Context: an optimization exercise on an open-source flow, tuned for small area. The choices shown serve that exercise and are no tape-out recipe. Only simulation tests tie the RTL to the original design; equivalence was not proved. Power is estimated from default activity; no workload was simulated.

$ cat design/flow/run.sh
#!/bin/bash
# synth_recipe.tcl (not shown) runs the flow's synth.tcl, then flattens the netlist and writes it again
# the make line also repeats each setting of config.mk as NAME=value (left out here)
make -C /OpenROAD-flow-scripts/flow DESIGN_CONFIG=/design/flow/config.mk WORK_HOME=/design/flow/orfs CLKGATE_MAP_FILE= SYNTH_SCRIPT=/design/flow/synth_recipe.tcl finish
$ cat design/flow/config.mk
export PLATFORM = sky130hd
export DESIGN_NAME = register_file_mp
export DESIGN_NICKNAME = register_file_mp
export VERILOG_FILES = /design/flow/design.v
export SDC_FILE = /design/flow/constraint.sdc
export NUM_CORES = 8
export LEC_CHECK = 0
export ABC_CLOCK_PERIOD_IN_PS = 5000
export CAP_MARGIN = 20
export CORE_MARGIN = 2
export CORE_UTILIZATION = 40
export SETUP_SLACK_MARGIN = 0.5
export SLEW_MARGIN = 20
export SYNTH_HIERARCHICAL = 1
$ cat design/flow/constraint.sdc
create_clock -name core_clock -period 8.0 [get_ports {clock}]
set_input_delay 1.6000 -clock core_clock [delete_from_list [all_inputs] [get_ports {clock}]]
set_output_delay 1.6000 -clock core_clock [all_outputs]
set_load 0.01 [all_outputs]
$ cat design/flow/design.v
module register_file_mp #(
  parameter int DATA_WIDTH = 32,
  parameter int ADDR_WIDTH = 5,
  parameter int NUM_READ   = 2,
  parameter int ZERO_REG   = 1,
  parameter int BYPASS     = 1
) (
  input  logic                           clock,
  input  logic                           reset,
  input  logic [NUM_READ*ADDR_WIDTH-1:0] read_reg,
  output logic [NUM_READ*DATA_WIDTH-1:0] read_data,
  input  logic                           write_enable_0,
  input  logic [ADDR_WIDTH-1:0]          write_reg_0,
  input  logic [DATA_WIDTH-1:0]          write_data_0,
  input  logic                           write_enable_1,
  input  logic [ADDR_WIDTH-1:0]          write_reg_1,
  input  logic [DATA_WIDTH-1:0]          write_data_1
);
  localparam int DEPTH = 1 << ADDR_WIDTH;
  localparam int FIRST = (ZERO_REG != 0) ? 1 : 0;   
  localparam int NE    = DEPTH - FIRST;             
  if (NUM_READ < 1 || NUM_READ > 8) begin : g_bad_num_read
    $error("register_file_mp: NUM_READ must be in 1..8");
  end
  logic we0_nz, we1_nz;
  assign we0_nz = write_enable_0 && !((ZERO_REG != 0) && (write_reg_0 == '0));
  assign we1_nz = write_enable_1 && !((ZERO_REG != 0) && (write_reg_1 == '0));
  logic [DATA_WIDTH-1:0] regs_n [NE];
  logic [DATA_WIDTH-1:0] next_n [NE];
  logic [NE-1:0]         valid_q;
  logic [NE-1:0]         s1, s0, hold_n;
  for (genvar e = 0; e < NE; e++) begin : g_reg
    assign s1[e]     = write_enable_1 && (write_reg_1 == ADDR_WIDTH'(FIRST + e));
    assign s0[e]     = write_enable_0 && (write_reg_0 == ADDR_WIDTH'(FIRST + e)) && !s1[e];
    assign hold_n[e] = s1[e] || s0[e];
    always_ff @(posedge clock) begin
      regs_n[e] <= next_n[e];
    end
    always_ff @(posedge clock or posedge reset) begin
      if (reset) valid_q[e] <= 1'b0;
      else       valid_q[e] <= valid_q[e] || hold_n[e];
    end
  end
  logic [NUM_READ*NE-1:0] sel_n;
  logic [NUM_READ-1:0]    byp1, byp0;
  for (genvar k = 0; k < NUM_READ; k++) begin : g_rd
    logic [ADDR_WIDTH-1:0] rd_addr;
    assign rd_addr = read_reg[k*ADDR_WIDTH +: ADDR_WIDTH];
    assign byp1[k] = (BYPASS != 0) && !reset && we1_nz && (write_reg_1 == rd_addr);
    assign byp0[k] = (BYPASS != 0) && !reset && we0_nz && (write_reg_0 == rd_addr) && !byp1[k];
    for (genvar e = 0; e < NE; e++) begin : g_sel
      assign sel_n[k*NE + e] = !(valid_q[e] && (rd_addr == ADDR_WIDTH'(FIRST + e))
                                 && !byp1[k] && !byp0[k] && !reset);
    end
  end
  for (genvar b = 0; b < DATA_WIDTH; b++) begin : g_col
    logic [NE-1:0]       q_n, d_n;
    logic [NUM_READ-1:0] y;
    for (genvar e = 0; e < NE; e++) begin : g_e
      assign q_n[e]       = regs_n[e][b];
      assign next_n[e][b] = d_n[e];
    end
    rf_col #(.NE(NE), .NUM_READ(NUM_READ)) u_col (
      .s1(s1), .s0(s0), .hold_n(hold_n), .wd1(write_data_1[b]), .wd0(write_data_0[b]),
      .q_n(q_n), .d_n(d_n), .sel_n(sel_n), .byp1(byp1), .byp0(byp0), .y(y)
    );
    for (genvar k = 0; k < NUM_READ; k++) begin : g_out
      assign read_data[k*DATA_WIDTH + b] = y[k];
    end
  end
endmodule
module rf_col #(
  parameter int NE       = 31,
  parameter int NUM_READ = 2
) (
  input  logic [NE-1:0]          s1,
  input  logic [NE-1:0]          s0,
  input  logic [NE-1:0]          hold_n,
  input  logic                   wd1,
  input  logic                   wd0,
  input  logic [NE-1:0]          q_n,
  output logic [NE-1:0]          d_n,
  input  logic [NUM_READ*NE-1:0] sel_n,
  input  logic [NUM_READ-1:0]    byp1,
  input  logic [NUM_READ-1:0]    byp0,
  output logic [NUM_READ-1:0]    y
);
  localparam int NPAIR = (NE - 1) / 2;   
  localparam int ODD   = (NE - 1) % 2;   
  for (genvar e = 0; e < NE; e++) begin : g_w
    assign d_n[e] = !((s1[e] && wd1) || (s0[e] && wd0) || !(hold_n[e] || q_n[e]));
  end
  for (genvar k = 0; k < NUM_READ; k++) begin : g_r
    logic [NE-1:0]    sn;
    logic [NPAIR-1:0] pair;
    logic             odd, last_n;
    assign sn = sel_n[k*NE +: NE];
    for (genvar p = 0; p < NPAIR; p++) begin : g_pair
      assign pair[p] = !((sn[2*p] || q_n[2*p]) && (sn[2*p+1] || q_n[2*p+1]));
    end
    if (ODD != 0) begin : g_odd
      assign odd = !(sn[NE-2] || q_n[NE-2]);
    end else begin : g_even
      assign odd = 1'b0;
    end
    assign last_n = !((byp1[k] && wd1) || (byp0[k] && wd0) || !(sn[NE-1] || q_n[NE-1]));
    assign y[k] = (|pair) || odd || !last_n;
  end
endmodule
==> impl_metrics.yaml, run 1 <==
placed_design:
  preCtsSetupSlack_ns: 0.512
  dpl_cell_area_um2: 52000
  placed_cells: 7092
  place.gp.congestion: 1.04
  io_buffers: 151
  dpl.hpwl_um: 159000
pwr:
  ir_drop_uv: 170
  power_mw: 16.1
  p_leak_nw: 20.4
  pwr_density_cell_nw_per_um2: 288
yosys:
  ys_seq_area_share_pct: 44.4
  synth_nets: 5508
  syn_area_per_cell_um2: 8.57
  ys_async_sr_fraction_pct: 3.03
  netlist_area_um2: 46500
  synthCells: 5420
  synth_flop_cell: "dfxtp_1"
  synth-edff-count: 0
  yosysWarnings: 9
  synth_seq_cells: 1023
  yosys.cell_types.count: 41
flow_run:
  maxCapViolations: 0
worst_setup_path:
  path_class: "input pin to output port"
  end_kind: "output port"
  cp_data_arrival_time_ns: 5.89
  required_ns: 6.40
  startpoint_type: "input pin"
  cp_max_fo: 33
sta:
  period_needed_ns: 7.49
  max_slew_margin_pct: 15.5
  period_share_pct: 93.7
  clock.fmax_mhz: 133
  whs_ns: 0.480
  fin_ws_ns: 0.505
  setup_tns_ns: 0
  finalSetupViolations: 0
  skew_ns: 0
  rsz0062_at_grt: "no"
  hold_viol: 0
  drv_slew: 0
  worstMarginPinSlew_ns: 1.26
drt:
  vias_per_cell: 7.77
  drc_errors: 0
  postRouteAntennaNets: 0
  num_vias: 56784
  wl_per_cell_um: 37.2
  routed_wl_um: 272000
  drt_iter0_drc: 11426
  drt_first_pass_iters: 7
final_layout:
  final_design_area_no_fill_um2: 55800
  fin_nets: 5771
  layoutNonFillerInstCount: 7306
  syn2layout_area_growth_pct: 20.1
  utilization_pct: 48.2
  fill_cells: 11109
  drive_gt1_share_pct: 11.1
global_routing:
  grt_pass1_wl_um: 383000
  grt_max_degree: 37
  track_usage_pct: 44.0
  antenna_found_initial: 8
  grt_remaining_overflow: 0
  grt_pass1_vias: 52906
clock_network:
  cts_root_buffer: "clkbuf_16"
  cts_buffers: 110
  clk_transition_reported_paths_ns: 0.06
  cts_max_level: 3
  cts_hold_buf: 0
  numClockSinks: 1023
  cts.path.max_buffers: 3
  cts_tree: "done"
  insertion_delay_ns: 0.72
floorplan:
  die_area_um2: 119000
  io_pins: 152
  fp.dieH_um: 345
  rows: 125
  start_util_pct: 40.2
  core_um2: 116000
  die_x_um: 345
outcome:
  status: "finished clean"
worst_hold_path:
  min_path_type: "flop to flop"
## layer usage
layer	up-vias	routed length [µm]	global-route usage, %
li1	22486	-	-
met1	26824	95800	55.1
met3	1530	45900	18.8
met2	5932	105000	59.8
met4	12	24600	31.8
met5	-	322	1.52
## cells by family after synthesis
family                 after synthesis  share of synthesized area [%]
buffers and inverters              295                           2.75
AND/OR/NAND/NOR                   2027                           19.1
XOR/XNOR                            20                          0.377
AO/OA/AOI/OAI                     2055                           33.3
flip-flops                        1023                           44.4
## critical path, cell delays in order
cell and delay, ns:
clkdlybuf4s50_1 0.94, xnor2_1 0.19, nand3_1 0.12, or3_1 0.37
buf_12 0.21, nand3_2 0.50, buf_12 0.26, o22ai_1 0.11
nor3_1 0.30, nand3_1 0.28, or4_1 0.48, clkdlybuf4s50_1 0.49
## sequential cells by signal, indices dropped and copies added, names as in the netlist
name / cells
regs_n: 992
valid_q: 31
## placed cells by master, fill, tap and decap left out, types with 31 or more instances in the layout
cell / netlist / layout
nor2_1: 1512 / 1454
a221oi_1: 992 / 992
dfxtp_1: 992 / 992
o22ai_1: 897 / 896
buf_4: 1 / 267
clkdlybuf4s50_1: 0 / 150
a211oi_1: 128 / 128
clkbuf_16: 0 / 113
nand3_1: 98 / 77
nor3_1: 81 / 77
nand4_1: 69 / 69
or4_1: 65 / 65
and3_1: 64 / 64
nor2_4: 0 / 58
nand3_2: 38 / 57
nand2_1: 34 / 34
dfrtp_1: 31 / 31
## synth_stat cells, types with 3 or more instances
cell type	count	area [µm²]
xnor2_1	12	105
clkbuf_2	32	160
buf_2	51	255
nand4_1	69	432
nand3_2	38	380
or4_1	65	488
or3b_2	11	96.3
buf_8	3	45.0
o21ai_0	27	135
nor2_1	1512	5680
buf_6	4	45.0
xor2_1	8	70.1
and3_1	64	400
nor3_1	81	405
a211oi_1	128	961
nand3_1	98	490
nand2b_1	14	87.6
o22ai_1	897	5610
or3b_1	10	87.6
clkbuf_1	201	754
a221oi_1	992	8690
inv_1	3	11.3
nor2b_1	13	81.3
dfxtp_1	992	19900
nand2_1	34	128
a211o_1	9	78.8
dfrtp_1	31	776
## repair_timing
action | 4_1_cts | 5_1_grt
setup buffers | 0 | 1
gates cloned | 0 | 0
setup endpoints to repair | 1 | 35
pin swaps | 0 | 0
gates resized for setup | 1 | 4
## path summary, 6_finish.rpt
path	from	end	slack (ns)	depth (start not counted)
setup reg to reg	valid_q[15]	valid_q[15]	6.96	1
hold reg to reg	valid_q[29]	valid_q[29]	0.48	1
hold / removal	valid_q[29]	valid_q[29]	0.48	1
min in group asynchronous	reset	valid_q[8]	1.56	3
setup / recovery	read_reg[0]	read_data[23]	0.51	12
max in group asynchronous	reset	valid_q[25]	6.07	3
## where the power goes
group	internal (mW)	switching [mW]
clock network	3.08	2.29
logic	1.37	1.34
registers	6.65	1.33
total	11.1	4.96
## cell type report
type	count	area (µm²)	share of cell area, %
Timing Repair Buffer	443	4020	7.20
Clock buffer	168	3280	5.89
Sequential cell	1023	20600	37.0
Inverter	3	11.3	0.0202
Multi-Input combinational cell	4102	25500	45.7
Clock inverter	39	449	0.805
Tap cell	1524	1910	3.42
Antenna cell	4	10.0	0.0179
==> inputs of run 2 (changes only) <==
--- a/design/flow/design.v
+++ b/design/flow/design.v
@@ -42,15 +42,15 @@
     end
   end
   logic [NUM_READ*NE-1:0] sel_n;
-  logic [NUM_READ-1:0]    byp1, byp0;
+  logic [NUM_READ-1:0]    byp1, byp0, byp;
   for (genvar k = 0; k < NUM_READ; k++) begin : g_rd
     logic [ADDR_WIDTH-1:0] rd_addr;
     assign rd_addr = read_reg[k*ADDR_WIDTH +: ADDR_WIDTH];
     assign byp1[k] = (BYPASS != 0) && !reset && we1_nz && (write_reg_1 == rd_addr);
     assign byp0[k] = (BYPASS != 0) && !reset && we0_nz && (write_reg_0 == rd_addr) && !byp1[k];
+    assign byp[k]  = byp1[k] || byp0[k];
     for (genvar e = 0; e < NE; e++) begin : g_sel
-      assign sel_n[k*NE + e] = !(valid_q[e] && (rd_addr == ADDR_WIDTH'(FIRST + e))
-                                 && !byp1[k] && !byp0[k] && !reset);
+      assign sel_n[k*NE + e] = !(valid_q[e] && (rd_addr == ADDR_WIDTH'(FIRST + e)) && !reset);
     end
   end
   for (genvar b = 0; b < DATA_WIDTH; b++) begin : g_col
@@ -62,7 +62,7 @@
     end
     rf_col #(.NE(NE), .NUM_READ(NUM_READ)) u_col (
       .s1(s1), .s0(s0), .hold_n(hold_n), .wd1(write_data_1[b]), .wd0(write_data_0[b]),
-      .q_n(q_n), .d_n(d_n), .sel_n(sel_n), .byp1(byp1), .byp0(byp0), .y(y)
+      .q_n(q_n), .d_n(d_n), .sel_n(sel_n), .byp1(byp1), .byp0(byp0), .byp(byp), .y(y)
     );
     for (genvar k = 0; k < NUM_READ; k++) begin : g_out
       assign read_data[k*DATA_WIDTH + b] = y[k];
@@ -81,29 +81,31 @@
   input  logic [NE-1:0]          q_n,
   output logic [NE-1:0]          d_n,
   input  logic [NUM_READ*NE-1:0] sel_n,
-  input  logic [NUM_READ-1:0]    byp1,
+  input  logic [NUM_READ-1:0]    byp1,   
   input  logic [NUM_READ-1:0]    byp0,
+  input  logic [NUM_READ-1:0]    byp,    
   output logic [NUM_READ-1:0]    y
 );
-  localparam int NPAIR = (NE - 1) / 2;   
-  localparam int ODD   = (NE - 1) % 2;   
+  localparam int NPAIR = NE / 2;       
+  localparam int ODD   = NE % 2;       
   for (genvar e = 0; e < NE; e++) begin : g_w
     assign d_n[e] = !((s1[e] && wd1) || (s0[e] && wd0) || !(hold_n[e] || q_n[e]));
   end
   for (genvar k = 0; k < NUM_READ; k++) begin : g_r
     logic [NE-1:0]    sn;
     logic [NPAIR-1:0] pair;
-    logic             odd, last_n;
+    logic             odd, stored_n, byp_n;
     assign sn = sel_n[k*NE +: NE];
     for (genvar p = 0; p < NPAIR; p++) begin : g_pair
       assign pair[p] = !((sn[2*p] || q_n[2*p]) && (sn[2*p+1] || q_n[2*p+1]));
     end
     if (ODD != 0) begin : g_odd
-      assign odd = !(sn[NE-2] || q_n[NE-2]);
+      assign odd = !(sn[NE-1] || q_n[NE-1]);
     end else begin : g_even
       assign odd = 1'b0;
     end
-    assign last_n = !((byp1[k] && wd1) || (byp0[k] && wd0) || !(sn[NE-1] || q_n[NE-1]));
-    assign y[k] = (|pair) || odd || !last_n;
+    assign stored_n = !((|pair) || odd);
+    assign byp_n    = !((byp1[k] && wd1) || (byp0[k] && wd0));
+    assign y[k]     = !((stored_n || byp[k]) && byp_n);
   end
 endmodule
--- a/design/flow/config.mk
+++ b/design/flow/config.mk
@@ -9,6 +9,9 @@
 export CAP_MARGIN = 20
 export CORE_MARGIN = 2
 export CORE_UTILIZATION = 40
+export CTS_BUF_LIST = sky130_fd_sc_hd__clkbuf_16
+export CTS_CLUSTER_DIAMETER = 70
+export CTS_CLUSTER_SIZE = 26
 export SETUP_SLACK_MARGIN = 0.5
 export SLEW_MARGIN = 20
 export SYNTH_HIERARCHICAL = 1
==> impl_metrics.yaml, run 2 <==
outcome:
  status: "finished clean"
placed_design:
  placed_cells: 6679
  dpl.hpwl_um: 158000
  io_buffers: 151
  preCtsSetupSlack_ns: 0.760
  place.gp.congestion: 1.02
clock_network:
  postCtsSetupBuffers: 0
  cts_root_buffer: "clkbuf_16"
  numClockSinks: 1023
  clk_transition_reported_paths_ns: 0.09
  cts.path.max_buffers: 3
  cts_max_level: 3
  cts_tree: "done"
  cts_buffers: 68
  insertion_delay_ns: 0.69
final_layout:
  multi_input_area_um2: 25300
  syn2layout_area_growth_pct: 17.6
  fin_nets: 5325
  fill_cells: 11010
  final_cell_mix: "nor2_1 (1073), a221oi_1 (992), dfxtp_1 (992)"
  final_common_cell: "nor2_1"
  top_register: "regs_n"
  drive_gt1_share_pct: 12.4
  reg.largest.list: "regs_n: 992 flops, valid_q: 31 flops"
  largest_register_ffs: 992
  layoutNonFillerInstCount: 6807
  regArea_um2: 20600
worst_setup_path:
  ff2ff_path_depth: 1
  cp_max_fo: 18
  required_ns: 6.40
  r2r-start: "valid_q[11]"
  r2r_slack_ns: 6.92
  cp_data_arrival_time_ns: 6.01
  end_kind: "output port"
  r2r_end: "valid_q[11]"
  startpoint_type: "input pin"
  path_class: "input pin to output port"
sta:
  period_needed_ns: 7.61
  worstMarginPinSlew_ns: 1.32
  skew_ns: 0
  finalSetupViolations: 0
  hold_viol: 0
  whs_ns: 0.521
  clock.fmax_mhz: 131
  max_slew_margin_pct: 11.6
  setup_tns_ns: 0
  rsz0062_at_grt: "no"
  period_share_pct: 95.2
  drv_slew: 0
  fin_ws_ns: 0.387
worst_hold_path:
  hold_end: "regs_n[16][22]"
  hold_start: "regs_n[16][22]"
  min_path_type: "flop to flop"
  min_path_cells: 2
yosys:
  ys_seq_area_share_pct: 44.9
  yosysWarnings: 9
  synth_flop_cell: "dfxtp_1"
  synthTopCellsByArea: "dfxtp_1 (43%), a221oi_1 (19%), o22ai_1 (11%)"
  synth_top_area_share_pct: 43.2
  syn_area_per_cell_um2: 9.12
  synth_nets: 5122
  netlist_area_um2: 45900
  synth_seq_cells: 1023
  synth_commonest_cells: "nor2_1 (1132), a221oi_1 (992), dfxtp_1 (992), o22ai_1 (833), clkbuf_1 (269)"
  ys_async_sr_fraction_pct: 3.03
  synth.most_common_cell: "nor2_1"
  yosys.cell_types.count: 46
  yosysTopAreaCell: "dfxtp_1"
  synth-edff-count: 0
  synthCells: 5034
global_routing:
  grt_remaining_overflow: 0
  track_usage_pct: 44.7
  grt_pass1_wl_um: 383000
  grt_max_degree: 36
  grt_pass1_vias: 51916
  antenna_found_initial: 5
flow_run:
  maxCapViolations: 0
drt:
  postRouteAntennaNets: 0
  drc_errors: 0
  wl_per_cell_um: 40.4
  drt_iter0_drc: 11455
  drt_first_pass_iters: 9
  routed_wl_um: 275000
  num_vias: 56098
  vias_per_cell: 8.24
floorplan:
  start_util_pct: 40.2
  die_area_um2: 118000
  fp.dieH_um: 343
  core_um2: 114000
  io_pins: 152
  rows: 124
  die_x_um: 343
pwr:
  pwr_density_cell_nw_per_um2: 276
  p_leak_nw: 18.3
  power_mw: 14.9
  ir_drop_uv: 159
-- run 2: cell types whose count changed in the layout (fill, tap and decap cells not counted), moves of 65 or more --
cell	before	now
nor4_1	2	98
nor2_1	1454	1073
nor4_2	0	96
or4_1	65	0
nand3_1	77	10
a211oi_1	128	0
-- run 2: worst max path at each step --
stage	start	endpoint	slack, ns	cells past startpoint
3_5_place_dp	reset	read_data[57]	0.76	11
3_3_place_gp	reset	read_data[44]	0.76	11
2_1_floorplan	reset	read_data[0]	0.94	5
5_1_grt	read_reg[3]	read_data[6]	0.51	10
4_1_cts	reset	read_data[57]	0.75	11
6_report	reset	read_data[10]	0.39	11
-- run 2: worst max-delay path, cell delays in order --
cell	delay (ns)
clkdlybuf4s50_1	0.71
inv_1	0.24
nand2_1	0.17
nor2_1	0.41
nand3_2	0.83
buf_12	0.50
o22ai_1	0.32
nor4_1	0.14
a41oi_1	0.31
a221o_1	0.18
clkdlybuf4s50_1	0.54
-- run 2: kinds of logic after synthesis --
logic type,share of synthesized area [%]
flops,44.9
xor+xnor,0.381
buf+inv,2.42
simple gates,16.5
compound gates,35.8
-- run 2: area by class of cell --
| cell class | instances | share of cell area [%] |
|---|---|---|
| multi-input combinational | 3724 | 46.9 |
| inverter | 1 | 0.00695 |
| clock buffer | 73 | 3.38 |
| timing repair buffer | 419 | 6.78 |
| sequential | 1023 | 38.2 |
| clock inverter | 50 | 1.23 |
| antenna | 5 | 0.0232 |
| tap | 1512 | 3.50 |
-- run 2: timing repair --
action / CTS / global route
gates resized for setup: 0 / 2
hold buffers: 0 / 0
endpoints found under the setup margin: 0 / 13
-- run 2: power breakdown --
group / internal (mW) / total [mW] / leakage (nW) / switching [mW]
registers: 6.63 / 7.98 / 8.69 / 1.34
clock network: 1.91 / 4.14 / 1.20 / 2.22
logic: 1.42 / 2.78 / 8.40 / 1.36
total: 9.96 / 14.9 / 18.3 / 4.93
-- run 2: through the flow --
stage | instance area [µm²] | util, %
finish | 54000 | 47.3
detailed placement | 51500 | 45.1
CTS | 54000 | 47.3
global route | 54000 | 47.3
global placement | 51500 | 45.1
floorplan | 45900 | -
-- run 2: per-layer routing --
layer	global-route usage, %	vias to the layer above	wire length, µm
met2	61.4	6105	106000
met1	55.1	26678	94900
met4	32.4	10	26600
met5	1.68	-	282
li1	-	21483	-
met3	19.6	1822	47300
==> inputs of run 3 (changes only) <==
--- a/design/flow/design.v
+++ b/design/flow/design.v
@@ -50,7 +50,7 @@
     assign byp0[k] = (BYPASS != 0) && !reset && we0_nz && (write_reg_0 == rd_addr) && !byp1[k];
     assign byp[k]  = byp1[k] || byp0[k];
     for (genvar e = 0; e < NE; e++) begin : g_sel
-      assign sel_n[k*NE + e] = !(valid_q[e] && (rd_addr == ADDR_WIDTH'(FIRST + e)) && !reset);
+      assign sel_n[k*NE + e] = !(valid_q[e] && (rd_addr == ADDR_WIDTH'(FIRST + e)));
     end
   end
   for (genvar b = 0; b < DATA_WIDTH; b++) begin : g_col
--- a/design/flow/config.mk
+++ b/design/flow/config.mk
@@ -10,8 +10,8 @@
 export CORE_MARGIN = 2
 export CORE_UTILIZATION = 40
 export CTS_BUF_LIST = sky130_fd_sc_hd__clkbuf_16
-export CTS_CLUSTER_DIAMETER = 70
-export CTS_CLUSTER_SIZE = 26
-export SETUP_SLACK_MARGIN = 0.5
+export CTS_CLUSTER_DIAMETER = 80
+export CTS_CLUSTER_SIZE = 28
+export SETUP_SLACK_MARGIN = 0.1
 export SLEW_MARGIN = 20
 export SYNTH_HIERARCHICAL = 1
==> impl_metrics.yaml, run 3 <==
sta:
  period_needed_ns: 7.87
  fin_ws_ns: 0.134
  finalSetupViolations: 0
  period_share_pct: 98.3
  drv_slew: 0
  whs_ns: 0.524
  max_slew_margin_pct: 12.2
  hold_viol: 0
  worstMarginPinSlew_ns: 1.31
  rsz0062_at_grt: "no"
  setup_tns_ns: 0
  skew_ns: 0
  clock.fmax_mhz: 127
worst_hold_path:
  min_path_type: "flop to flop"
  hold_start: "regs_n[2][29]"
floorplan:
  core_um2: 114000
  rows: 124
  fp.dieH_um: 343
  die_x_um: 343
  start_util_pct: 40.2
  die_area_um2: 117000
  io_pins: 152
final_layout:
  top_register: "regs_n"
  final_common_cell: "nor2_1"
  drive_gt1_share_pct: 11.8
  final_cell_mix: "nor2_1 (1069), a221oi_1 (992), dfxtp_1 (992)"
  utilization_pct: 46.7
  syn2layout_area_growth_pct: 16.0
  reg.largest.list: "regs_n: 992 flops, valid_q: 31 flops"
  fin_nets: 5316
  largest_register_ffs: 992
flow_run:
  maxCapViolations: 0
yosys:
  synth_nets: 5108
  yosysWarnings: 9
  ys_async_sr_fraction_pct: 3.03
  synth-edff-count: 0
  ys_seq_area_share_pct: 45.0
  yosys.cell_types.count: 42
  netlist_area_um2: 45900
  synth_seq_cells: 1023
  synth_commonest_cells: "nor2_1 (1129), a221oi_1 (992), dfxtp_1 (992), o22ai_1 (833), clkbuf_1 (259)"
  synthCells: 5020
  syn_area_per_cell_um2: 9.14
  synthTopCellsByArea: "dfxtp_1 (43%), a221oi_1 (19%), o22ai_1 (11%)"
  synth.most_common_cell: "nor2_1"
  synth_flop_cell: "dfxtp_1"
  yosysTopAreaCell: "dfxtp_1"
  synth_top_area_share_pct: 43.3
pwr:
  ir_drop_uv: 188
  clock_power_share_pct: 22.9
  p_leak_nw: 18.0
  internal_power_mw: 9.54
  power.share.switching_pct: 34.1
  power_mw: 14.5
  pwr_density_cell_nw_per_um2: 272
  switchingPower_mw: 4.94
  power_frac_seq_pct: 55.2
  p_comb_share_pct: 21.9
clock_network:
  cts_hold_buf: 0
  cts_tree: "done"
  cts_resized: 0
  insertion_delay_ns: 0.73
  postCtsSetupBuffers: 0
  numClockSinks: 1023
  cts_buffers: 49
  cts.path.max_buffers: 3
  clk_transition_reported_paths_ns: 0.12
  cts_max_level: 2
  cts_root_buffer: "clkbuf_16"
drt:
  drc_errors: 0
  wl_per_cell_um: 40.8
  postRouteAntennaNets: 0
  vias_per_cell: 8.22
  drt_iter0_drc: 11035
  routed_wl_um: 277000
  num_vias: 55761
  drt_first_pass_iters: 8
placed_design:
  preCtsSetupSlack_ns: 0.594
  place.gp.congestion: 1.05
  io_buffers: 151
  dpl.hpwl_um: 161000
worst_setup_path:
  path_class: "input pin to output port"
  cp_data_arrival_time_ns: 6.27
  crit_start: "read_reg[1]"
  cp_max_fo: 16
  r2r-start: "valid_q[7]"
  end_kind: "output port"
  required_ns: 6.40
  startpoint_type: "input pin"
global_routing:
  grt_pass1_vias: 51883
  grt_remaining_overflow: 0
  antenna_found_initial: 12
  track_usage_pct: 45.1
  grt_max_degree: 36
  grt_pass1_wl_um: 384000
outcome:
  status: "finished clean"
run 3: layout make-up:
type                            count  area, µm²
Tap cell                         1512       1890
Fill cell                       10952      60800
Antenna cell                       17       42.5
Clock inverter                     29        365
Inverter                            1       3.75
Timing Repair Buffer              438       3810
Sequential cell                  1023      20600
Clock buffer                       51       1280
Multi-Input combinational cell   3715      25200
run 3: worst max-delay path, cell delays in order:
cell and delay (ns):
clkdlybuf4s50_1 0.55, nor2b_1 0.73, nand3_2 1.07, buf_4 0.62, o22ai_1 0.19, nor4_1 0.07, a41oi_1 0.64, a221o_1 0.20
clkdlybuf4s50_1 0.54
run 3: stage by stage:
step           cell area, µm²  std cells
2_1_floorplan           45900       5020
6_report                53200       6786
3_5_place_dp            51500       6689
3_3_place_gp            51500       6689
5_1_grt                 53200       6770
4_1_cts                 53200       6769
run 3: cell families after synthesis:
| group | after synthesis | synth area share, % |
|---|---|---|
| flops | 1023 | 45.0 |
| xor+xnor | 20 | 0.382 |
| buf+inv | 282 | 2.38 |
| simple gates | 1576 | 16.4 |
| compound gates | 2119 | 35.9 |
run 3: layer usage:
metal	routed length, µm	global-route usage [%]
met1	96800	55.3
met5	295	1.76
met3	47000	20.5
met4	26500	33.8
met2	107000	61.2
run 3: power by group through the flow:
stage | combinational (mW) | sequential, mW | clock, mW
CTS | 3.07 | 7.91 | 3.26
floorplan | 2.20 | 7.59 | 0
finish | 3.17 | 7.99 | 3.32
global route | 3.44 | 8.14 | 3.43
global placement | 2.97 | 8.00 | 0
detailed placement | 3.05 | 8.01 | 0
run 3: worst paths after layout:
check	cells past startpoint	to	slack, ns
max	9	read_data[10]	0.13
min	2	regs_n[2][29]	0.52
max reg2reg	1	valid_q[7]	6.93
min reg2reg	2	regs_n[2][29]	0.52
max in group asynchronous	3	valid_q[7]	6.30
min in group asynchronous	3	valid_q[5]	1.36
==> inputs of run 4 (changes only) <==
--- a/design/flow/design.v
+++ b/design/flow/design.v
@@ -50,7 +50,7 @@
     assign byp0[k] = (BYPASS != 0) && !reset && we0_nz && (write_reg_0 == rd_addr) && !byp1[k];
     assign byp[k]  = byp1[k] || byp0[k];
     for (genvar e = 0; e < NE; e++) begin : g_sel
-      assign sel_n[k*NE + e] = !(valid_q[e] && (rd_addr == ADDR_WIDTH'(FIRST + e)));
+      assign sel_n[k*NE + e] = !(valid_q[e] && (rd_addr == ADDR_WIDTH'(FIRST + e)) && !reset);
     end
   end
   for (genvar b = 0; b < DATA_WIDTH; b++) begin : g_col
==> design/flow/flow/run.sh (new file) <==
#!/bin/bash
# The standard layout (the standard.sh, ORFS from synthesis to the final layout) with two
# ORFS settings added:
#  - every port gets a sky130_fd_sc_hd__buf_2 as its port buffer, in place of the delay buffer
#    that buffer_ports picks by itself;
#  - clock tree synthesis runs with its usual arguments, larger sink clusters and clkbuf_16
#    buffers only, and without dummy loads.
# make's full output goes to make.log here; ORFS's per-step logs stay under orfs/logs/.
set -euo pipefail
cd "$(dirname "$0")/.."
cts_args="-sink_clustering_enable -repair_clock_nets -dont_use_dummy_load"
cts_args+=" -sink_clustering_size 26 -sink_clustering_max_diameter 70"
cts_args+=" -buf_list sky130_fd_sc_hd__clkbuf_16"
bash standard.sh \
  "BUFFER_PORTS_ARGS=-buffer_cell sky130_fd_sc_hd__buf_2" \
  "CTS_ARGS=$cts_args" \
  finish > make.log 2>&1
==> design/flow/standard.sh (new file) <==
#!/bin/bash
# synth_recipe.tcl (not shown) runs the flow's synth.tcl, then flattens the netlist and writes it again
# the make line also repeats each setting of config.mk as NAME=value (left out here)
make -C /OpenROAD-flow-scripts/flow DESIGN_CONFIG=/design/flow/config.mk WORK_HOME=/design/flow/orfs CLKGATE_MAP_FILE= SYNTH_SCRIPT=/design/flow/synth_recipe.tcl "${@:-finish}"
--- a/design/flow/config.mk
+++ b/design/flow/config.mk
@@ -9,9 +9,6 @@
 export CAP_MARGIN = 20
 export CORE_MARGIN = 2
 export CORE_UTILIZATION = 40
-export CTS_BUF_LIST = sky130_fd_sc_hd__clkbuf_16
-export CTS_CLUSTER_DIAMETER = 80
-export CTS_CLUSTER_SIZE = 28
-export SETUP_SLACK_MARGIN = 0.1
+export SETUP_SLACK_MARGIN = 0.5
 export SLEW_MARGIN = 20
 export SYNTH_HIERARCHICAL = 1
removed: design/flow/run.sh
==> impl_metrics.yaml, run 4 <==
worst_setup_path:
  cp_slowest_stage_delay_ns: 1.22
  crit_chain: "buf_2, nor2b_1, nand3_2, o22ai_1, nor4_2, a41oi_1, a221o_1, buf_2"
  required_ns: 6.40
  cp_data_arrival_time_ns: 5.58
  end_kind: "output port"
  startpoint_type: "input pin"
  path_class: "input pin to output port"
  slowest_stage: "nand3_2"
  crit_top_cell: "buf_2"
  cp_max_fo: 20
placed_design:
  io_buffers: 151
  place.gp.congestion: 1.04
  dpl.hpwl_um: 158000
pwr:
  pwr_density_cell_nw_per_um2: 268
  p_leak_nw: 17.6
  ir_drop_uv: 198
yosys:
  synth.most_common_cell: "nor2_1"
  synth_top_area_share_pct: 43.2
  synth_seq_cells: 1023
  synth_nets: 5122
  synthCells: 5034
  ys_async_sr_fraction_pct: 3.03
  ys_seq_area_share_pct: 44.9
  syn_area_per_cell_um2: 9.12
  yosysTopAreaCell: "dfxtp_1"
  netlist_area_um2: 45900
  synthTopCellsByArea: "dfxtp_1 (43%), a221oi_1 (19%), o22ai_1 (11%)"
  synth-edff-count: 0
  yosysWarnings: 9
  yosys.cell_types.count: 46
  synth_commonest_cells: "nor2_1 (1132), a221oi_1 (992), dfxtp_1 (992), o22ai_1 (833), clkbuf_1 (269)"
  synth_flop_cell: "dfxtp_1"
drt:
  postRouteAntennaNets: 0
  vias_per_cell: 8.49
  drt_first_pass_iters: 17
  routed_wl_um: 282000
  wl_per_cell_um: 42.2
  drc_errors: 0
  num_vias: 56723
  drt_iter0_drc: 11847
clock_network:
  cts_resized: 0
  cts_hold_buf: 0
  postCtsSetupBuffers: 0
  insertion_delay_ns: 0.71
  cts_root_buffer: "clkbuf_16"
  clk_transition_reported_paths_ns: 0.07
  cts_max_level: 2
  numClockSinks: 1023
  cts_buffers: 60
  cts_tree: "done"
  cts.path.max_buffers: 3
final_layout:
  syn2layout_area_growth_pct: 12.5
  final_cell_mix: "nor2_1 (1073), a221oi_1 (992), dfxtp_1 (992)"
  utilization_pct: 45.3
  drive_gt1_share_pct: 13.1
  final_common_cell: "nor2_1"
  reg.largest.list: "regs_n: 992 flops, valid_q: 31 flops"
  fin_nets: 5246
  largest_register_ffs: 992
  top_register: "regs_n"
global_routing:
  grt_remaining_overflow: 0
  antenna_found_initial: 16
  grt_max_degree: 36
  grt_pass1_vias: 51228
  track_usage_pct: 45.9
  grt_pass1_wl_um: 389000
sta:
  hold_viol: 0
  skew_ns: 0
  period_needed_ns: 7.18
  clock.fmax_mhz: 139
  max_slew_margin_pct: 11.6
  drv_slew: 0
  worstMarginPinSlew_ns: 1.32
  period_share_pct: 89.7
  setup_tns_ns: 0
  rsz0062_at_grt: "no"
  finalSetupViolations: 0
worst_hold_path:
  min_path_type: "flop to flop"
floorplan:
  core_um2: 114000
  fp.dieH_um: 343
  io_pins: 152
  die_area_um2: 118000
  rows: 124
  die_x_um: 343
  start_util_pct: 40.2
flow_run:
  maxCapViolations: 0
outcome:
  status: "finished clean"
[run 4: power breakdown]
group          switching, mW  total [mW]  leakage (nW)  internal, mW
logic                   1.37        2.68          8.13          1.31
clock network           1.85        3.18         0.739          1.32
registers               1.36        8.00          8.69          6.63
total                   4.58        13.8          17.6          9.27
[run 4: critical path: cells and delay by family]
family / cells / cell delay (ns)
simple gates: 3 / 2.19
buf+inv: 2 / 0.33
compound gates: 3 / 1.45
[run 4: through the flow]
stage	worst slack [ns]	total power [mW]	std cells	hold WS (ns)	cell area, µm²
2_1_floorplan	0.935	9.61	5034	0.456	45900
3_3_place_gp	1.25	10.5	6604	0.499	50100
3_5_place_dp	1.26	10.6	6605	0.499	50100
4_1_cts	1.25	13.6	6665	0.516	51600
5_1_grt	0.967	14.4	6670	0.535	51700
6_report	0.824	13.8	6684	0.517	51700
[run 4: cell type report]
type | instances | area, µm²
fillers | 11114 | 62500
multi-input cells | 3724 | 25300
flip-flops and latches | 1023 | 20600
repair buffers | 348 | 2320
well taps | 1512 | 1890
clock buffers | 60 | 1500
diodes | 16 | 40.0
inverters | 1 | 3.75
[run 4: cell families (layout without fill, tap and decap cells)]
| kind of cell | after synthesis | after routing | share of synthesized area [%] |
|---|---|---|---|
| compound gates | 2119 | 2119 | 35.8 |
| xor+xnor | 20 | 20 | 0.381 |
| buf+inv | 287 | 409 | 2.42 |
| flops | 1023 | 1023 | 44.9 |
| other cells | 0 | 16 | 0 |
| simple gates | 1585 | 1585 | 16.5 |
[run 4: worst paths after layout]
kind                                 from              to  slack (ns)  cells after the start
max                           read_reg[1]   read_data[26]        0.82                      8
min                        regs_n[29][23]  regs_n[29][23]        0.52                      2
max reg2reg                    valid_q[7]      valid_q[7]        6.95                      1
min reg2reg                regs_n[29][23]  regs_n[29][23]        0.52                      2
max in group asynchronous           reset     valid_q[21]        6.69                      3
min in group asynchronous           reset     valid_q[11]        1.06                      3
[run 4: layer usage]
metal / up-vias / GRT usage, % / wire length (µm)
met5: - / 3.41 / 637
met4: 38 / 32.2 / 27300
met3: 1948 / 23.8 / 51100
met2: 6426 / 60.8 / 105000
met1: 27052 / 56.4 / 97500
li1: 21259 / - / -
==> inputs of run 5 (changes only) <==
--- a/design/flow/design.v
+++ b/design/flow/design.v
@@ -50,7 +50,7 @@
     assign byp0[k] = (BYPASS != 0) && !reset && we0_nz && (write_reg_0 == rd_addr) && !byp1[k];
     assign byp[k]  = byp1[k] || byp0[k];
     for (genvar e = 0; e < NE; e++) begin : g_sel
-      assign sel_n[k*NE + e] = !(valid_q[e] && (rd_addr == ADDR_WIDTH'(FIRST + e)) && !reset);
+      assign sel_n[k*NE + e] = !(valid_q[e] && (rd_addr == ADDR_WIDTH'(FIRST + e)));
     end
   end
   for (genvar b = 0; b < DATA_WIDTH; b++) begin : g_col
==> design/flow/flow/run.sh (replaced) <==
#!/bin/bash
# The standard layout (the standard.sh, ORFS from synthesis to the final layout) with these
# ORFS settings added:
#  - every port gets a sky130_fd_sc_hd__buf_1 as its port buffer, in place of the delay buffer
#    that buffer_ports picks by itself;
#  - clock tree synthesis runs with its usual arguments, larger sink clusters and clkbuf_16
#    buffers only, and without dummy loads;
#  - at the end of floorplanning, flow/downsize.tcl sets each logic gate that synthesis sized
#    up but that drives at most two pins back to the smallest cell of its function; timing
#    repair later in the flow sizes up again wherever a path needs it.
# make's full output goes to make.log here; ORFS's per-step logs stay under orfs/logs/.
set -euo pipefail
cd "$(dirname "$0")/.."
cts_args="-sink_clustering_enable -repair_clock_nets -dont_use_dummy_load"
cts_args+=" -sink_clustering_size 27 -sink_clustering_max_diameter 75"
cts_args+=" -buf_list sky130_fd_sc_hd__clkbuf_16"
bash standard.sh \
  "BUFFER_PORTS_ARGS=-buffer_cell sky130_fd_sc_hd__buf_1" \
  "CTS_ARGS=$cts_args" \
  "POST_FLOORPLAN_TCL=$PWD/flow/downsize.tcl" \
  finish > make.log 2>&1
==> design/flow/flow/downsize.tcl (new file) <==
# Downsize logic gates that synthesis sized up but that drive at most MAXFO pins, to the smallest
# cell of the same function. Timing repair later in the flow sizes up again where needed.
set maxfo 2
if {[info exists ::env(DOWNSIZE_MAX_FANOUT)]} { set maxfo $::env(DOWNSIZE_MAX_FANOUT) }
set db [ord::get_db]
set block [ord::get_db_block]
set n 0
set saved 0.0
foreach inst [$block getInsts] {
  set m [$inst getMaster]
  set name [$m getName]
  if {![regexp {^sky130_fd_sc_hd__([a-z0-9]+)_([0-9]+)$} $name -> base size]} continue
  if {$size <= 1} continue
  if {[regexp {^(buf|clkbuf|clkinv|inv|bufinv|clkdlybuf|dlygate|df|edf|sdf|dl|conb|tap|fill|decap|diode)} $base]} continue
  set fo 0
  set ok 1
  foreach it [$inst getITerms] {
    if {[$it isOutputSignal]} {
      set net [$it getNet]
      if {$net eq "NULL"} { set ok 0; break }
      if {[llength [$net getBTerms]] > 0} { set ok 0 }
      incr fo [expr {[llength [$net getITerms]] - 1}]
    }
  }
  if {!$ok || $fo > $maxfo} continue
  set best ""
  foreach s {0 1} {
    set cand [$db findMaster "sky130_fd_sc_hd__${base}_$s"]
    if {$cand ne "NULL"} { set best $cand; break }
  }
  if {$best eq "" || [$best getName] eq $name} continue
  if {[$best getWidth] >= [$m getWidth]} continue
  set saved [expr {$saved + ([$m getWidth] - [$best getWidth]) * [$m getHeight] / 1e6}]
  $inst swapMaster $best
  incr n
}
puts "downsize: $n instances, [format %.1f $saved] um2"
--- a/design/flow/config.mk
+++ b/design/flow/config.mk
@@ -9,6 +9,6 @@
 export CAP_MARGIN = 20
 export CORE_MARGIN = 2
 export CORE_UTILIZATION = 40
-export SETUP_SLACK_MARGIN = 0.5
+export SETUP_SLACK_MARGIN = 0.1
 export SLEW_MARGIN = 20
 export SYNTH_HIERARCHICAL = 1
==> impl_metrics.yaml, run 5 <==
outcome:
  status: "finished clean"
drt:
  postRouteAntennaNets: 0
  vias_per_cell: 8.36
  met3WireLength_um: 49800
  wl_met2_um: 104000
  wl_met1_um: 95900
  wl_per_cell_um: 41.1
  routed_wl_um: 277000
  highest_layer: "met5"
  drt_iter0_drc: 11354
  drc_errors: 0
  drt_first_pass_iters: 13
  num_vias: 56366
floorplan:
  rows: 124
  core_um2: 114000
  fp.dieH_um: 343
  io_pins: 152
  die_area_um2: 117000
  die_x_um: 343
  start_util_pct: 40.2
placed_design:
  io_buffers: 151
  preCtsSetupSlack_ns: 1.25
  place.gp.congestion: 1.04
  dpl.hpwl_um: 156000
sta:
  max_slew_margin_pct: 14.3
  fin_ws_ns: 0.879
  period_share_pct: 89.0
  setup_tns_ns: 0
  clock.fmax_mhz: 140
  skew_ns: 0
  drv_slew: 0
  worstMarginPinSlew_ns: 1.28
  period_needed_ns: 7.12
  finalSetupViolations: 0
  hold_viol: 0
  rsz0062_at_grt: "no"
yosys:
  ys_async_sr_fraction_pct: 3.03
  synth_seq_cells: 1023
  yosysWarnings: 9
  syn_area_per_cell_um2: 9.14
  synthCells: 5020
  ys_seq_area_share_pct: 45.0
  netlist_area_um2: 45900
  synth_nets: 5108
  synthTopCellsByArea: "dfxtp_1 (43%), a221oi_1 (19%), o22ai_1 (11%)"
  synth_top_area_share_pct: 43.3
  synth_commonest_cells: "nor2_1 (1129), a221oi_1 (992), dfxtp_1 (992), o22ai_1 (833), clkbuf_1 (259)"
  synth_flop_cell: "dfxtp_1"
  synth-edff-count: 0
  yosys.cell_types.count: 42
  synth.most_common_cell: "nor2_1"
  yosysTopAreaCell: "dfxtp_1"
worst_setup_path:
  crit_chain: "buf_1, nor2b_1, nor2b_1, nand3_2, buf_4, o221ai_1, nor3_1, a41oi_1, a221o_1, buf_1"
  startpoint_type: "input pin"
  cp_data_arrival_time_ns: 5.52
  path_class: "input pin to output port"
  ff2ff_path_depth: 1
  end_kind: "output port"
  cp_max_fo: 17
  r2r-start: "valid_q[7]"
  slowest_stage: "nand3_2"
  required_ns: 6.40
  crit_start: "read_reg[0]"
  cp_slowest_stage_delay_ns: 0.68
final_layout:
  fin_nets: 5301
  top_register: "regs_n"
  final_cell_mix: "nor2_1 (1069), a221oi_1 (992), dfxtp_1 (992)"
  final_common_cell: "nor2_1"
  largest_register_ffs: 992
  fill_cells: 11039
  reg.largest.list: "regs_n: 992 flops, valid_q: 31 flops"
  drive_gt1_share_pct: 9.21
  syn2layout_area_growth_pct: 11.7
clock_network:
  postCtsSetupBuffers: 0
  cts_hold_buf: 0
  cts_resized: 0
  cts_buffers: 55
  cts.path.max_buffers: 3
  cts_max_level: 2
  cts_root_buffer: "clkbuf_16"
  cts_tree: "done"
  insertion_delay_ns: 0.72
  clk_transition_reported_paths_ns: 0.10
  numClockSinks: 1023
worst_hold_path:
  min_path_cells: 2
  min_path_type: "flop to flop"
  hold_start: "regs_n[29][7]"
pwr:
  p_leak_nw: 17.2
  pwr_density_cell_nw_per_um2: 274
  ir_drop_uv: 197
global_routing:
  track_usage_pct: 44.8
  grt_pass1_vias: 51237
  grt_remaining_overflow: 0
  grt_pass1_wl_um: 381000
  grt_max_degree: 36
  antenna_found_initial: 12
flow_run:
  maxCapViolations: 0
==> run 5: logic make-up (layout without fill, tap and decap cells) <==
family | after synthesis | count (layout) | synth area share (%)
AO/OA/AOI/OAI | 2119 | 2119 | 35.9
XOR/XNOR | 20 | 20 | 0.382
buffers and inverters | 282 | 473 | 2.38
flip-flops | 1023 | 1023 | 45.0
other | 0 | 17 | 0
AND/OR/NAND/NOR | 1576 | 1576 | 16.4
==> run 5: worst max-delay path: cells and delay by family <==
family          cells  cell delay, ns
buf+inv             3            1.18
compound gates      3            0.98
simple gates        4            1.73
==> run 5: routing by layer <==
layer	GRT usage, %	up-vias
met5	0.801	-
met4	32.8	18
met3	22.8	1860
met2	60.0	6438
met1	54.5	26683
li1	-	21367
==> run 5: report_power, final <==
part           internal, mW  switching (mW)
Sequential             6.63            1.34
Combinational          1.41            1.57
Clock                  1.22            1.84
==> run 5: worst paths after layout <==
kind | endpoint | slack (ns)
setup / recovery | read_data[4] | 0.88
hold / removal | regs_n[29][7] | 0.52
setup reg to reg | valid_q[7] | 6.90
hold reg to reg | regs_n[29][7] | 0.52
max in group asynchronous | valid_q[15] | 6.65
min in group asynchronous | valid_q[4] | 0.98
==> run 5: stage by stage <==
step / utilization, % / cell area (µm²) / power [mW] / hold WS, ns / instances
final: 44.9 / 51200 / 14.0 / 0.520 / 6740
after CTS: 44.8 / 51100 / 13.8 / 0.516 / 6721
after global placement: 43.6 / 49700 / 10.8 / 0.496 / 6664
after global routing: 44.9 / 51200 / 14.5 / 0.532 / 6723
after detailed placement: 43.6 / 49800 / 10.8 / 0.499 / 6666
after floorplan: - / 45900 / 9.79 / 0.462 / 5020
==> run 5: final cells by class <==
type                    instances  area (µm²)  area share [%]
diodes                         17        42.5          0.0830
clock buffers                  55        1380            2.69
inverters                       1        3.75         0.00733
multi-input cells            3715       24600            48.0
flip-flops and latches       1023       20600            40.3
well taps                    1512        1890            3.69
repair buffers                417        2700            5.27
==> inputs of run 6 (changes only) <==
--- a/design/flow/flow/run.sh
+++ b/design/flow/flow/run.sh
@@ -1,7 +1,7 @@
 #!/bin/bash
 # The standard layout (the standard.sh, ORFS from synthesis to the final layout) with these
 # ORFS settings added:
-#  - every port gets a sky130_fd_sc_hd__buf_1 as its port buffer, in place of the delay buffer
+#  - every port gets a sky130_fd_sc_hd__buf_2 as its port buffer, in place of the delay buffer
 #    that buffer_ports picks by itself;
 #  - clock tree synthesis runs with its usual arguments, larger sink clusters and clkbuf_16
 #    buffers only, and without dummy loads;
@@ -15,7 +15,7 @@
 cts_args+=" -sink_clustering_size 27 -sink_clustering_max_diameter 75"
 cts_args+=" -buf_list sky130_fd_sc_hd__clkbuf_16"
 bash standard.sh \
-  "BUFFER_PORTS_ARGS=-buffer_cell sky130_fd_sc_hd__buf_1" \
+  "BUFFER_PORTS_ARGS=-buffer_cell sky130_fd_sc_hd__buf_2" \
   "CTS_ARGS=$cts_args" \
   "POST_FLOORPLAN_TCL=$PWD/flow/downsize.tcl" \
   finish > make.log 2>&1
==> impl_metrics.yaml, run 6 <==
final_layout:
  reg.largest.list: "regs_n: 992 flops, valid_q: 31 flops"
  largest_register_ffs: 992
  top_register: "regs_n"
  syn2layout_area_growth_pct: 10.6
  final_common_cell: "nor2_1"
  fin_nets: 5225
  final_cell_mix: "nor2_1 (1069), a221oi_1 (992), dfxtp_1 (992)"
  drive_gt1_share_pct: 10.8
clock_network:
  clk_transition_reported_paths_ns: 0.06
  postCtsSetupBuffers: 0
  cts_root_buffer: "clkbuf_16"
  cts.path.max_buffers: 3
  cts_buffers: 55
  numClockSinks: 1023
  cts_resized: 0
  cts_hold_buf: 0
  insertion_delay_ns: 0.68
  cts_max_level: 2
  cts_tree: "done"
sta:
  drv_slew: 0
  clock.fmax_mhz: 141
  worstMarginPinSlew_ns: 1.31
  rsz0062_at_grt: "no"
  max_slew_margin_pct: 13.0
  period_needed_ns: 7.11
  setup_tns_ns: 0
  skew_ns: 0
  finalSetupViolations: 0
  period_share_pct: 88.9
  hold_viol: 0
  fin_ws_ns: 0.886
yosys:
  syn_area_per_cell_um2: 9.14
  synth_top_area_share_pct: 43.3
  yosys.cell_types.count: 42
  synth_nets: 5108
  synthCells: 5020
  synth_flop_cell: "dfxtp_1"
  yosysTopAreaCell: "dfxtp_1"
  synth-edff-count: 0
  synth_seq_cells: 1023
  ys_seq_area_share_pct: 45.0
  synth_commonest_cells: "nor2_1 (1129), a221oi_1 (992), dfxtp_1 (992), o22ai_1 (833), clkbuf_1 (259)"
  netlist_area_um2: 45900
  synth.most_common_cell: "nor2_1"
  yosysWarnings: 9
  synthTopCellsByArea: "dfxtp_1 (43%), a221oi_1 (19%), o22ai_1 (11%)"
  ys_async_sr_fraction_pct: 3.03
worst_setup_path:
  cp_data_arrival_time_ns: 5.51
  cp_slowest_stage_delay_ns: 0.94
  ff2ff_path_depth: 1
  startpoint_type: "input pin"
  end_kind: "output port"
  slowest_stage: "nand3_2"
  crit_start: "read_reg[6]"
  r2r_slack_ns: 6.95
  path_class: "input pin to output port"
  r2r-start: "valid_q[3]"
  cp_max_fo: 18
  r2r_end: "valid_q[3]"
  required_ns: 6.40
  crit_chain: "buf_2, nor2b_1, nor2b_1, nand3_2, buf_4, o22ai_1, nor4_1, a41oi_1, a221o_1, buf_2"
global_routing:
  grt_max_degree: 36
  grt_pass1_vias: 51289
  grt_remaining_overflow: 0
  track_usage_pct: 45.8
  antenna_found_initial: 16
  grt_pass1_wl_um: 388000
outcome:
  status: "finished clean"
floorplan:
  io_pins: 152
  rows: 124
  start_util_pct: 40.2
  fp.dieH_um: 343
  die_area_um2: 117000
  core_um2: 114000
  die_x_um: 343
placed_design:
  dpl.hpwl_um: 158000
  preCtsSetupSlack_ns: 1.43
  io_buffers: 151
  place.gp.congestion: 1.05
drt:
  vias_per_cell: 8.45
  drt_iter0_drc: 12204
  drt_first_pass_iters: 13
  num_vias: 56291
  wl_per_cell_um: 42.3
  postRouteAntennaNets: 0
  drc_errors: 0
  routed_wl_um: 282000
worst_hold_path:
  min_path_cells: 2
  hold_end: "regs_n[13][31]"
  hold_start: "regs_n[13][31]"
  min_path_type: "flop to flop"
flow_run:
  maxCapViolations: 0
pwr:
  ir_drop_uv: 195
  p_leak_nw: 17.2
  pwr_density_cell_nw_per_um2: 277
-- run 6: cell counts after synthesis --
No cell type changed its count.
-- run 6: layer usage --
metal  track usage, %  routed length (µm)  vias to the layer above  share of wire [%]
met2             60.5              106000                     6394                 37
met5            0.441                 135                        -              0.048
met1             56.7               97400                    26694                 35
met3             23.8               52400                     1992                 19
met4             31.9               26500                       14                9.4
li1                 -                   -                    21197                  -
-- run 6: final cells by class --
type                       count  area [µm²]
fill                       11073       63300
multi-input combinational   3715       24600
sequential                  1023       20600
timing repair buffer         341        2220
tap                         1512        1890
clock buffer                  55        1380
antenna                       16        40.0
inverter                       1        3.75
-- run 6: where the power goes --
group / switching [mW] / internal, mW
sequential: 1.37 / 6.63
clock: 1.84 / 1.22
combinational: 1.57 / 1.42
total: 4.77 / 9.27
-- run 6: worst max path at each step --
stage	end	slack, ns
finish	read_data[36]	0.89
detailed placement	read_data[36]	1.43
floorplan	read_data[0]	0.62
global route	read_data[36]	1.06
CTS	read_data[41]	1.43
global placement	read_data[41]	1.43
-- run 6: kinds of logic (layout without fill, tap and decap cells) --
group,Yosys count,after routing,synth area share [%]
xor gates and xnor gates,20,20,0.382
buffers and inverters,282,397,2.38
and+or+nand+nor,1576,1576,16.4
AOI/OAI and AO/OA,2119,2119,35.9
other,0,16,0
DFF,1023,1023,45.0
-- run 6: worst max-delay path: cells and delay by family --
family          cells  cell delay, ns
simple gates        4            1.90
compound gates      3            0.90
buf+inv             3            1.10
-- run 6: stage by stage --
step                      cell area (µm²)  power, mW  util, %  hold WS (ns)  std cells
after CTS                           50700       13.8     44.4         0.514       6646
final                               50800       14.0     44.5         0.517       6663
after detailed placement            49300       10.9     43.2         0.491       6591
after global placement              49300       10.8     43.2         0.488       6591
after global routing                50700       14.6     44.5         0.530       6649
after floorplan                     45900       9.79        -         0.462       5020
==> inputs of run 7 (changes only) <==
--- a/design/flow/flow/run.sh
+++ b/design/flow/flow/run.sh
@@ -12,7 +12,7 @@
 set -euo pipefail
 cd "$(dirname "$0")/.."
 cts_args="-sink_clustering_enable -repair_clock_nets -dont_use_dummy_load"
-cts_args+=" -sink_clustering_size 27 -sink_clustering_max_diameter 75"
+cts_args+=" -sink_clustering_size 27 -sink_clustering_max_diameter 100"
 cts_args+=" -buf_list sky130_fd_sc_hd__clkbuf_16"
 bash standard.sh \
   "BUFFER_PORTS_ARGS=-buffer_cell sky130_fd_sc_hd__buf_2" \
==> impl_metrics.yaml, run 7 <==
pwr:
  ir_drop_uv: 169
  clock_power_share_pct: 20.3
  p_comb_share_pct: 21.7
  internal_power_mw: 9.06
  pwr_density_cell_nw_per_um2: 273
  power.share.switching_pct: 34.3
  p_leak_nw: 17.1
  switchingPower_mw: 4.73
  power_frac_seq_pct: 58.0
yosys:
  synth_flop_cell: "dfxtp_1"
  synthCells: 5020
  synth.most_common_cell: "nor2_1"
  synth_nets: 5108
  yosysTopAreaCell: "dfxtp_1"
  synth-edff-count: 0
  netlist_area_um2: 45900
  syn_area_per_cell_um2: 9.14
  yosysWarnings: 9
  synth_commonest_cells: "nor2_1 (1129), a221oi_1 (992), dfxtp_1 (992), o22ai_1 (833), clkbuf_1 (259)"
  synth_seq_cells: 1023
  yosys.cell_types.count: 42
  ys_async_sr_fraction_pct: 3.03
  synth_top_area_share_pct: 43.3
  synthTopCellsByArea: "dfxtp_1 (43%), a221oi_1 (19%), o22ai_1 (11%)"
  ys_seq_area_share_pct: 45.0
floorplan:
  die_area_um2: 117000
  rows: 124
  fp.dieH_um: 343
  start_util_pct: 40.2
  core_um2: 114000
  io_pins: 152
  die_x_um: 343
sta:
  drv_slew: 0
  finalSetupViolations: 0
  skew_ns: 0
  max_slew_margin_pct: 18.6
  period_needed_ns: 7.07
  worstMarginPinSlew_ns: 1.22
  clock.fmax_mhz: 142
  hold_viol: 0
  setup_tns_ns: 0
  rsz0062_at_grt: "no"
  period_share_pct: 88.3
worst_setup_path:
  path_class: "input pin to output port"
  crit_start: "read_reg[6]"
  r2r_end: "valid_q[3]"
  r2r-start: "valid_q[3]"
  crit_cells: 10
  crit_chain: "buf_2, nor2b_1, nor2b_1, nand3_2, buf_4, o22ai_1, nor4_1, a41oi_1, a221o_1, buf_2"
  cp_slowest_stage_delay_ns: 0.91
  required_ns: 6.40
  ff2ff_path_depth: 1
  cp_max_fo: 18
  end_kind: "output port"
  cp_num_buf_inv: 3
  critPathCapture: "read_data[36]"
  r2r_slack_ns: 6.94
  startpoint_type: "input pin"
  slowest_stage: "nand3_2"
  cp_top_family: "simple AND/OR/NAND/NOR gates"
  cp_data_arrival_time_ns: 5.47
global_routing:
  grt_pass1_wl_um: 388000
  antenna_found_initial: 17
  track_usage_pct: 45.9
  grt_pass1_vias: 51077
  grt_max_degree: 36
  grt_remaining_overflow: 0
drt:
  num_vias: 56547
  routed_wl_um: 283000
  wl_per_cell_um: 42.4
  met3WireLength_um: 51900
  wl_met1_um: 98100
  postRouteAntennaNets: 0
  vias_per_cell: 8.49
  drt_iter0_drc: 12344
  drc_errors: 0
  drt_first_pass_iters: 12
  wl_met2_um: 106000
  highest_layer: "met5"
final_layout:
  top_register: "regs_n"
  final_common_cell: "nor2_1"
  drive_gt1_share_pct: 10.6
  final_cell_mix: "nor2_1 (1069), a221oi_1 (992), dfxtp_1 (992)"
  syn2layout_area_growth_pct: 10.1
  fin_nets: 5215
  largest_register_ffs: 992
  final_design_area_no_fill_um2: 50500
  utilization_pct: 44.3
  reg.largest.list: "regs_n: 992 flops, valid_q: 31 flops"
clock_network:
  cts_hold_buf: 0
  cts_buffers: 45
  insertion_delay_ns: 0.70
  cts_max_level: 2
  postCtsSetupBuffers: 0
  cts_resized: 0
  clk_transition_reported_paths_ns: 0.09
  cts_root_buffer: "clkbuf_16"
  numClockSinks: 1023
  cts.path.max_buffers: 3
  cts_tree: "done"
placed_design:
  dpl.hpwl_um: 158000
  dpl_cell_area_um2: 49300
  place.gp.congestion: 1.05
  io_buffers: 151
worst_hold_path:
  min_path_type: "flop to flop"
outcome:
  status: "finished clean"
flow_run:
  maxCapViolations: 0
==> run 7: metal layers <==
metal	up-vias	track usage [%]
li1	21170	-
met1	26750	57.1
met2	6624	60.7
met3	1984	23.2
met4	19	31.6
met5	-	2.36
==> run 7: kinds of logic (layout without fill, tap and decap cells) <==
kind of cell	after synthesis	in the layout	synth area share (%)
compound gates	2119	2119	35.9
simple gates	1576	1576	16.4
flops	1023	1023	45.0
buf+inv	282	387	2.38
xor+xnor	20	20	0.382
other cells	0	22	0
==> run 7: power by group through the flow <==
stage | Sequential, mW | Combinational, mW | Clock, mW
2_1_floorplan | 7.59 | 2.20 | 0
3_3_place_gp | 8.00 | 2.77 | 0
3_5_place_dp | 8.01 | 2.85 | 0
4_1_cts | 7.91 | 2.87 | 2.74
5_1_grt | 8.14 | 3.25 | 2.92
6_report | 8.00 | 2.99 | 2.81
==> run 7: worst min-delay path by stage <==
stage                              from             to  slack, ns  cells past startpoint
after floorplan             valid_q[15]    valid_q[15]       0.46                      1
after global placement      valid_q[30]    valid_q[30]       0.49                      1
after detailed placement    valid_q[30]    valid_q[30]       0.49                      1
after CTS                   valid_q[30]    valid_q[30]       0.52                      1
after global routing      regs_n[0][12]  regs_n[0][12]       0.53                      2
final                       valid_q[30]    valid_q[30]       0.52                      1
==> run 7: per-stage QoR <==
stage / setup WS (ns) / hold slack [ns] / std cells / power [mW]
floorplan: 0.616 / 0.462 / 5020 / 9.79
global placement: 1.43 / 0.488 / 6591 / 10.8
detailed placement: 1.43 / 0.491 / 6591 / 10.9
CTS: 1.44 / 0.516 / 6636 / 13.5
global route: 1.01 / 0.532 / 6639 / 14.3
finish: 0.934 / 0.518 / 6659 / 13.8
==> run 7: layout make-up <==
cell class / instances / area [µm²]
antenna: 22 / 55.1
multi-input combinational: 3715 / 24600
clock buffer: 45 / 1130
fill: 11117 / 63500
tap: 1512 / 1890
sequential: 1023 / 20600
inverter: 1 / 3.75
timing repair buffer: 341 / 2220
==> inputs of run 8 (changes only) <==
--- a/design/flow/flow/run.sh
+++ b/design/flow/flow/run.sh
@@ -5,9 +5,10 @@
 #    that buffer_ports picks by itself;
 #  - clock tree synthesis runs with its usual arguments, larger sink clusters and clkbuf_16
 #    buffers only, and without dummy loads;
-#  - at the end of floorplanning, flow/downsize.tcl sets each logic gate that synthesis sized
-#    up but that drives at most two pins back to the smallest cell of its function; timing
-#    repair later in the flow sizes up again wherever a path needs it.
+#  - at the end of floorplanning, and again after global placement (whose repair sizes up the
+#    drivers of long nets and then buffers those nets too), flow/downsize.tcl sets each logic
+#    gate that is sized up but drives at most two pins back to the smallest cell of its
+#    function; timing repair later in the flow sizes up again wherever a path needs it.
 # make's full output goes to make.log here; ORFS's per-step logs stay under orfs/logs/.
 set -euo pipefail
 cd "$(dirname "$0")/.."
@@ -18,4 +19,5 @@
   "BUFFER_PORTS_ARGS=-buffer_cell sky130_fd_sc_hd__buf_2" \
   "CTS_ARGS=$cts_args" \
   "POST_FLOORPLAN_TCL=$PWD/flow/downsize.tcl" \
+  "POST_GLOBAL_PLACE_TCL=$PWD/flow/downsize.tcl" \
   finish > make.log 2>&1
==> impl_metrics.yaml, run 8 <==
outcome:
  status: "finished clean"
floorplan:
  fp.dieH_um: 343
  io_pins: 152
  rows: 124
  die_area_um2: 117000
  die_x_um: 343
  start_util_pct: 40.2
  core_um2: 114000
sta:
  setup_tns_ns: 0
  period_share_pct: 87.8
  hold_viol: 0
  period_needed_ns: 7.02
  worstMarginPinSlew_ns: 1.27
  finalSetupViolations: 0
  skew_ns: 0
  rsz0062_at_grt: "no"
  drv_slew: 0
  clock.fmax_mhz: 142
  max_slew_margin_pct: 15.0
drt:
  drc_errors: 0
  routed_wl_um: 281000
  vias_per_cell: 8.47
  met3WireLength_um: 51800
  drt_first_pass_iters: 9
  wl_met1_um: 98100
  postRouteAntennaNets: 0
  drt_iter0_drc: 12598
  wl_met2_um: 106000
  num_vias: 56422
  highest_layer: "met5"
  wl_per_cell_um: 42.3
placed_design:
  placed_cells: 6591
  dpl.hpwl_um: 157000
  io_buffers: 151
final_layout:
  layoutNonFillerInstCount: 6660
  reg.largest.list: "regs_n: 992 flops, valid_q: 31 flops"
  syn2layout_area_growth_pct: 8.65
  top_register: "regs_n"
  fin_nets: 5214
  largest_register_ffs: 992
  final_cell_mix: "nor2_1 (1115), a221oi_1 (992), dfxtp_1 (992)"
  final_common_cell: "nor2_1"
  drive_gt1_share_pct: 9.09
yosys:
  synth_nets: 5108
  netlist_area_um2: 45900
  synth_flop_cell: "dfxtp_1"
  synth.most_common_cell: "nor2_1"
  synthTopCellsByArea: "dfxtp_1 (43%), a221oi_1 (19%), o22ai_1 (11%)"
  synth_top_family_by_area: "compound AO/OA/AOI/OAI gates"
  ys_seq_area_share_pct: 45.0
  synth-simple-area-share_pct: 16.4
  synth_seq_cells: 1023
  synth_commonest_cells: "nor2_1 (1129), a221oi_1 (992), dfxtp_1 (992), o22ai_1 (833), clkbuf_1 (259)"
  ys_async_sr_fraction_pct: 3.03
  synthXorXnorAreaFrac_pct: 0.382
  yosys.cell_types.count: 42
  synth_compound_area_share_pct: 35.9
  muxShareOfSynthArea_pct: 0
  synth-edff-count: 0
  yosysWarnings: 9
  yosys.area_share.adder_pct: 0
  synth_top_area_share_pct: 43.3
  synthCells: 5020
  yosysTopAreaCell: "dfxtp_1"
  syn_area_per_cell_um2: 9.14
global_routing:
  grt_pass1_wl_um: 386000
  grt_max_degree: 36
  antenna_found_initial: 22
  track_usage_pct: 45.7
  grt_pass1_vias: 50878
  grt_remaining_overflow: 0
worst_setup_path:
  cp_top_family: "simple AND/OR/NAND/NOR gates"
  required_ns: 6.40
  slowest_stage: "nand3_2"
  startpoint_type: "input pin"
  ff2ff_path_depth: 1
  cp_num_buf_inv: 3
  end_kind: "output port"
  crit_chain: "buf_2, nor2b_1, and2_1, nand3_2, buf_4, o22ai_1, nor4_1, a41oi_1, a221o_1, buf_2"
  path_class: "input pin to output port"
  cp_max_fo: 20
  cp_data_arrival_time_ns: 5.42
  cp_slowest_stage_delay_ns: 0.92
  crit_cells: 10
  crit_top_cell: "buf_2"
  r2r_slack_ns: 6.94
worst_hold_path:
  min_path_cells: 2
  min_path_type: "flop to flop"
clock_network:
  cts_buffers: 45
  cts_tree: "done"
  insertion_delay_ns: 0.71
  cts_max_level: 2
  cts.path.max_buffers: 3
  cts_root_buffer: "clkbuf_16"
  postCtsSetupBuffers: 0
  numClockSinks: 1023
  cts_hold_buf: 0
  cts_resized: 0
  clk_transition_reported_paths_ns: 0.08
pwr:
  p_leak_nw: 17.0
  ir_drop_uv: 164
  pwr_density_cell_nw_per_um2: 276
flow_run:
  maxCapViolations: 0
==> run 8: cell counts after synthesis <==
Identical to the previous run, type by type.
==> run 8: worst min-delay path, cell delays in order, from the launching register on <==
cell and delay [ns]:
dfxtp_1 0.33, nor2_1 0.10, a221oi_1 0.05
==> run 8: logic make-up (layout without fill, tap and decap cells) <==
kind of cell	Yosys count	in the layout
DFF	1023	1023
AOI/OAI and AO/OA	2119	2119
and+or+nand+nor	1576	1576
buffers and inverters	282	386
xor gates and xnor gates	20	20
other	0	24
==> run 8: power breakdown <==
group,total [mW],switching (mW),internal [mW]
Combinational,2.97,1.56,1.41
Sequential,7.99,1.36,6.63
Clock,2.80,1.79,1.02
Total,13.8,4.71,9.06
==> run 8: worst paths after layout <==
check	startpoint	end
min	regs_n[10][23]	regs_n[10][23]
min reg2reg	regs_n[10][23]	regs_n[10][23]
max reg2reg	valid_q[7]	valid_q[7]
max	read_reg[7]	read_data[33]
min in group asynchronous	reset	valid_q[17]
max in group asynchronous	reset	valid_q[15]
==> run 8: layout make-up <==
cell class              count  area, µm²
diodes                     24       60.1
clock buffers              45       1130
fillers                 11263      64200
inverters                   1       3.75
multi-input cells        3715      23900
flip-flops and latches   1023      20600
well taps                1512       1890
repair buffers            340       2200
==> run 8: stage by stage <==
stage	worst slack (ns)	hold slack (ns)	power, mW	utilization (%)	instance area [µm²]
6_report	0.978	0.520	13.8	43.7	49800
5_1_grt	1.05	0.532	14.3	43.7	49800
4_1_cts	1.42	0.517	13.5	43.6	49800
3_5_place_dp	1.45	0.493	10.8	42.7	48600
3_3_place_gp	1.43	0.488	10.8	43.2	49300
2_1_floorplan	0.616	0.462	9.79	-	45900
==> run 8: routing by layer <==
layer,GRT usage [%],vias up
met3,23.0,1963
met1,57.0,26743
met5,2.00,-
met4,30.6,26
met2,60.6,6526
li1,-,21164

-- re-timing with driven ports --
How much do the figures lean on ideal ports? The routed layouts below were timed once more, with nothing changed but the port constraints. Step 1, drivers: a clkbuf_16 drives clock and a buf_2 each remaining input, both assumed. Step 2, shift: input delay + t, output delay - t, t = (earliest + latest rising clock arrival at the registers) / 2. This alone moves slack from input paths to output paths. a / b / c = no drivers / after step 1 / after step 2; a / b = the first two.
run	shift t [ns]	setup WS [ns]
run 1	0.789	0.505 / 0.483 / 0.483
run 2	0.760	0.387 / 0.365 / 0.365
run 3	0.805	0.134 / 0.109 / 0.109
run 4	0.792	0.824 / 0.804 / 0.804
run 5	0.791	0.879 / 0.855 / 0.855
run 6	0.789	0.886 / 0.862 / 0.862
run 7	0.778	0.934 / 0.909 / 0.909
run 8	0.754	0.978 / 0.958 / 0.958
After both steps setup and hold are still met in every run listed.
